What follows belongs to an exercise in optimizing a design on an open flow for small area and few clock cycles; a production flow would make more cautious choices.
RTL that was checked went through simulation tests only; none was proved equivalent to the original.
Power and IR drop assume default switching activity.

==> v24 <==
// led_pattern_sequencer
module led_pattern_sequencer
(
    input  logic        i_clk,
    input  logic        i_rst_n,
    input  logic        i_cfg_we,
    input  logic [2:0]  i_cfg_idx,
    input  logic [31:0] i_cfg_data,
    input  logic        i_in_valid,
    output logic        o_in_stall,
    input  logic [1:0]  i_kind,
    input  logic [31:0] i_now_ms,
    input  logic [3:0]  i_pattern_id,
    output logic        o_out_valid,
    input  logic        i_out_stall,
    output logic [3:0]  o_pixel_index,
    output logic [7:0]  o_red,
    output logic [7:0]  o_green,
    output logic [7:0]  o_blue,
    output logic [7:0]  o_brightness,
    output logic [3:0]  o_pattern_shown,
    output logic        o_last
);
    logic [7:0]  r_base_r, r_base_g, r_base_b, r_gbri;
    logic [15:0] r_frame_int;
    logic [31:0] r_rot_int;
    logic [3:0]  r_unlock;
    logic [31:0] r_rng;
    logic [3:0]  r_pattern;
    logic [7:0]  r_c;
    logic [2:0]  r_speed;
    logic [31:0] r_last_frame, r_last_rot;
    logic        r_ca, r_hold, r_rel;
    logic [3:0]  r_rel_cnt;
    logic [7:0]  r_strip;
    logic [22:0] r_period;
    logic [2:0]  r_pcnt;
    logic        r_pbusy;
    logic        r_ov;
    logic [3:0]  r_pix;
    logic [3:0]  r_opat;
    logic [7:0]  r_oarg;
    logic [31:0] w_x1, w_x2, w_x3;
    logic [3:0]  w_m13, w_m10a, w_m10b;
    logic        w_mvalid, w_rng_chg;
    logic        w_selm, w_sel, w_cmp;
    logic        r_phase, r_rotf;
    logic        w_due, w_rot_time, w_rot;
    logic        w_take, w_out_free, w_p10_busy, w_ok, w_acc;
    logic        w_tick, w_frame, w_cfg;
    logic [7:0]  w_bq;
    logic        w_bvalid, w_bstart;
    logic [6:0]  w_lvl, w_sv;
    logic [24:0] w_pnext;
  ...
export LEC_CHECK = 0
export CAP_MARGIN = 20
export CORE_MARGIN = 2
export CORE_UTILIZATION = 55
export CTS_BUF_LIST = sky130_fd_sc_hd__clkbuf_16
export CTS_CLUSTER_DIAMETER = 80
export CTS_CLUSTER_SIZE = 20
export GPL_TIMING_DRIVEN = 0
export SLEW_MARGIN = 20
create_clock -name core_clock -period 10.0 [get_ports {i_clk}]
standard.sh (not shown) runs the stock make flow with config.mk's settings and CLKGATE_MAP_FILE= SYNTH_SCRIPT=/design/flow/synth_recipe.tcl, a recipe that flattens the netlist after the stock synthesis.
==> flow/flow/run.sh <==
#!/bin/bash
# Own layout flow: the standard flow (standard.sh) with two changes:
#  - synthesis maps the logic with an area-oriented ABC script (flow/abc_speed.script),
#    everything else in synthesis unchanged (same registers, same names);
#  - port buffers use sky130_fd_sc_hd__buf_1 instead of the default buffer cell.
# Every tool writes its full log under orfs/logs/ (ORFS); make's output goes to make_flow.log.
set -euo pipefail
here="$PWD"
rm -rf "$here/scripts_own"
cp -r "$FLOW_HOME/scripts" "$here/scripts_own"
cp "$here/flow/abc_speed.script" "$here/scripts_own/abc_speed.script"
export BUFFER_PORTS_ARGS="-buffer_cell sky130_fd_sc_hd__buf_1"
bash standard.sh "SCRIPTS_DIR=$here/scripts_own" "BUFFER_PORTS_ARGS=$BUFFER_PORTS_ARGS" finish > "$here/make_flow.log" 2>&1
==> flow/flow/abc_speed.script <==
&get -n
&st
&syn2
&dch -f
&nf -a
&st
&syn2
&dch -f
&nf -a
&st
&syn2
&dch -f
&nf -a
&put
==> v10: changes against v24 <==
--- a/flow/design.v
+++ b/flow/design.v
@@ -250,44 +250,31 @@
 );
     logic [7:0]  w_w, w_k;
     logic [24:0] w_sum;
     logic        w_b1, w_b2;
     logic [23:0] w_wheel;
     logic        w_on;
-    logic [3:0]  w_pal, w_mirror;
+    logic [3:0]  w_pal;
     always_comb begin
         w_w   = (i_arg == 8'd255) ? 8'd0 : i_arg;
         w_b1  = (w_w >= 8'd85);
         w_b2  = (w_w >= 8'd170);
         w_sum = lps_pkg::radd({16'd0, w_w}, {16'd0, w_w[6:0], w_b1}, w_b2);
         w_k   = w_sum[7:0];
         if (!w_b1)      w_wheel = {w_k, ~w_k, 8'd0};
         else if (!w_b2) w_wheel = {~w_k, 8'd0, w_k};
         else            w_wheel = {8'd0, w_k, ~w_k};
     end
-    always_comb begin
-        case (i_pix)
-            4'd0:    w_mirror = 4'd8;
-            4'd1:    w_mirror = 4'd7;
-            4'd2:    w_mirror = 4'd6;
-            4'd3:    w_mirror = 4'd5;
-            4'd4:    w_mirror = 4'd4;
-            4'd5:    w_mirror = 4'd3;
-            4'd6:    w_mirror = 4'd2;
-            4'd7:    w_mirror = 4'd1;
-            default: w_mirror = 4'd0;
-        endcase
-    end
     assign w_pal = i_pat[0] ? lps_pkg::addmod9(i_pix, i_arg[3:0]) : i_arg[3:0];
     always_comb begin
         case (i_pat)
             4'd1, 4'd2: w_on = (i_arg == {4'd0, i_pix});
             4'd3:       w_on = (i_arg == 8'd0);
             4'd4, 4'd8: w_on = 1'b1;
             4'd5:       w_on = (i_arg[3:0] == i_pix) || (i_arg[7:4] == i_pix);
-            4'd6:       w_on = (i_arg[7:2] == 6'd0) && (i_arg[3:0] == i_pix || i_arg[3:0] == w_mirror);
+            4'd6:       w_on = (i_arg[7:2] == 6'd0) && (i_arg[3:0] == i_pix || i_arg[3:0] == 4'd8 - i_pix);
             4'd7:       w_on = ((i_arg != 8'd0) == !i_pix[0]);
             default:    w_on = 1'b0;
         endcase
         case (i_pat)
             4'd9, 4'd12: o_rgb = lps_pkg::palette(w_pal);
             4'd10:   o_rgb = i_rnd;
@@ -337,14 +324,14 @@
     logic [3:0]  r_pix;
     logic [3:0]  r_opat;
     logic [7:0]  r_oarg;
     logic [31:0] w_x1, w_x2, w_x3;
     logic [3:0]  w_m13, w_m10a, w_m10b;
     logic        w_mvalid, w_rng_chg;
-    logic        w_selm, w_sel, w_cmp;
-    logic        r_phase, r_rotf;
+    logic        w_mca, w_sel, w_cmp;
+    logic        r_phase, r_duef;
     logic        w_due, w_rot_time, w_rot;
     logic        w_take, w_out_free, w_p10_busy, w_ok, w_acc;
     logic        w_tick, w_frame, w_cfg;
     logic [7:0]  w_bq;
     logic        w_bvalid, w_bstart;
     logic [6:0]  w_lvl, w_sv;
@@ -356,18 +343,18 @@
     logic        n_ca;
     logic [2:0]  n_speed;
     logic [23:0] w_rgb;
     assign w_x1 = lps_pkg::xorshift(r_rng);
     assign w_x2 = lps_pkg::xorshift(w_x1);
     assign w_x3 = lps_pkg::xorshift(w_x2);
-    assign w_selm     = !r_phase && (n_ca || r_ca);
-    assign w_sel      = w_tick && w_selm;
-    assign w_cmp      = lps_pkg::time_ge(i_now_ms, w_selm ? r_last_rot : r_last_frame,
-                                         w_selm ? r_rot_int : {9'd0, r_period});
-    assign w_due      = w_cmp;
-    assign w_rot_time = r_phase && r_rotf;
+    assign w_cmp      = lps_pkg::time_ge(i_now_ms, r_phase ? r_last_rot : r_last_frame,
+                                         r_phase ? r_rot_int : {9'd0, r_period});
+    assign w_due      = r_phase ? r_duef : w_cmp;
+    assign w_mca      = w_due ? n_ca : r_ca;
+    assign w_sel      = w_tick && !r_phase && !r_pbusy && w_mca;
+    assign w_rot_time = r_phase && w_cmp;
     assign w_take     = r_ov && !i_out_stall;
     assign w_out_free = !r_ov || (w_take && r_pix == 4'd8);
     assign w_p10_busy = r_ov && (r_opat == 4'd10);
     assign w_tick = (i_kind == 2'd0);
     always_comb begin
         w_ok = 1'b1;
@@ -444,13 +431,13 @@
                 n_c     = {4'd0, w_m10a};
                 n_arg   = {4'd0, w_m10a};
             end
             default: ;
         endcase
     end
-    assign w_rot = w_acc && w_tick && w_rot_time && (w_due ? n_ca : r_ca);
+    assign w_rot = w_acc && w_tick && w_rot_time && w_mca;
     assign w_lvl    = (r_c > 8'd200) ? 7'd0 : (r_c > 8'd100) ? 7'(8'd200 - r_c) : r_c[6:0];
     assign w_bstart = w_frame || w_rot || (w_cfg && i_cfg_idx == 3'd3);
     lps_ctrl u_bri (
         .i_clk   (i_clk),
         .i_rst_n (i_rst_n),
         .i_start (w_bstart),
@@ -476,13 +463,13 @@
     );
     always_ff @(posedge i_clk) begin
         if (!i_rst_n || !i_in_valid || w_acc) begin
             r_phase <= 1'b0;
         end else if (w_sel) begin
             r_phase <= 1'b1;
-            r_rotf  <= w_cmp;
+            r_duef  <= w_cmp;
         end
     end
     assign w_sv     = lps_pkg::speed_value(r_speed);
     assign w_pnext  = lps_pkg::radd({r_period[21:0], 1'b0}, {8'd0, w_sv[3'd6 - r_pcnt] ? r_frame_int : 16'd0}, 1'b0);
     assign w_pstart = (w_frame && n_speed != r_speed) || (w_cfg && i_cfg_idx == 3'd4);
     assign w_pcode  = w_frame ? n_speed : r_speed;
==> run_results.csv <==
group,metric,value,unit
status,outcome,"finished clean",
worst_setup_path,critPathBufInv,4,
pwr,switching_share,47.4,%
logic_synthesis,synth_cell_type_count,66,
drt,wl_met3,4700,um
pwr,powerClk,0.918,mW
worst_hold_path,worstHoldStart,"r_strip[6]",
cells_and_area,mostFrequentLayoutCells,"nor2_1 (344), nand2_1 (310), dfxtp_1 (278)",
worst_setup_path,endpoint,"o_in_stall",
The numbers above come from v24.

==> run_results.csv <==
group,metric,value,unit
cells_and_area,mostFrequentLayoutCells,"nor2_1 (346), nand2_1 (297), dfxtp_1 (273)",
pwr,switching_share,43.6,%
status,outcome,"finished clean",
pwr,powerClk,0.932,mW
drt,wl_met3,4570,um
worst_hold_path,worstHoldStart,"r_last_rot[17]",
The numbers above come from v10.

Testbench counts of v10, summed over its fixed seeds: cycles 34,724.
No functional check of the RTL was part of v24.

[afterwards: timing with drivers on the ports]
How much do the figures lean on ideal ports? The routed layouts below were timed once more, with nothing changed but the port constraints.
Step 1 sets driving cells, clkbuf_16 on the clock port and buf_2 on the other inputs (assumed; they add their load-dependent delay and slew).
Step 2 adds t to the input delays and takes it off the output delays; t is the mean of the earliest and latest rising clock arrival at the registers after step 1. Input paths then give back, and output paths get back, about the clock's delay inside the block.
Three values: no drivers, after step 1, after step 2; two values: the first two.
| run | shift t [ns] | setup WS [ns] | worst setup path at the end | latest minus earliest clock arrival (ns) | pins driven straight from the clock port |
|---|---|---|---|---|---|
| v24 | 0.607 | 0.615 / 0.556 / 1.076 | register to register | 0.028 / 0.028 | 1 |
| v10 | 0.611 | 0.543 / 0.487 / 0.938 | input to register | 0.031 / 0.031 | 1 |
After both steps setup and hold are still met in every run listed.
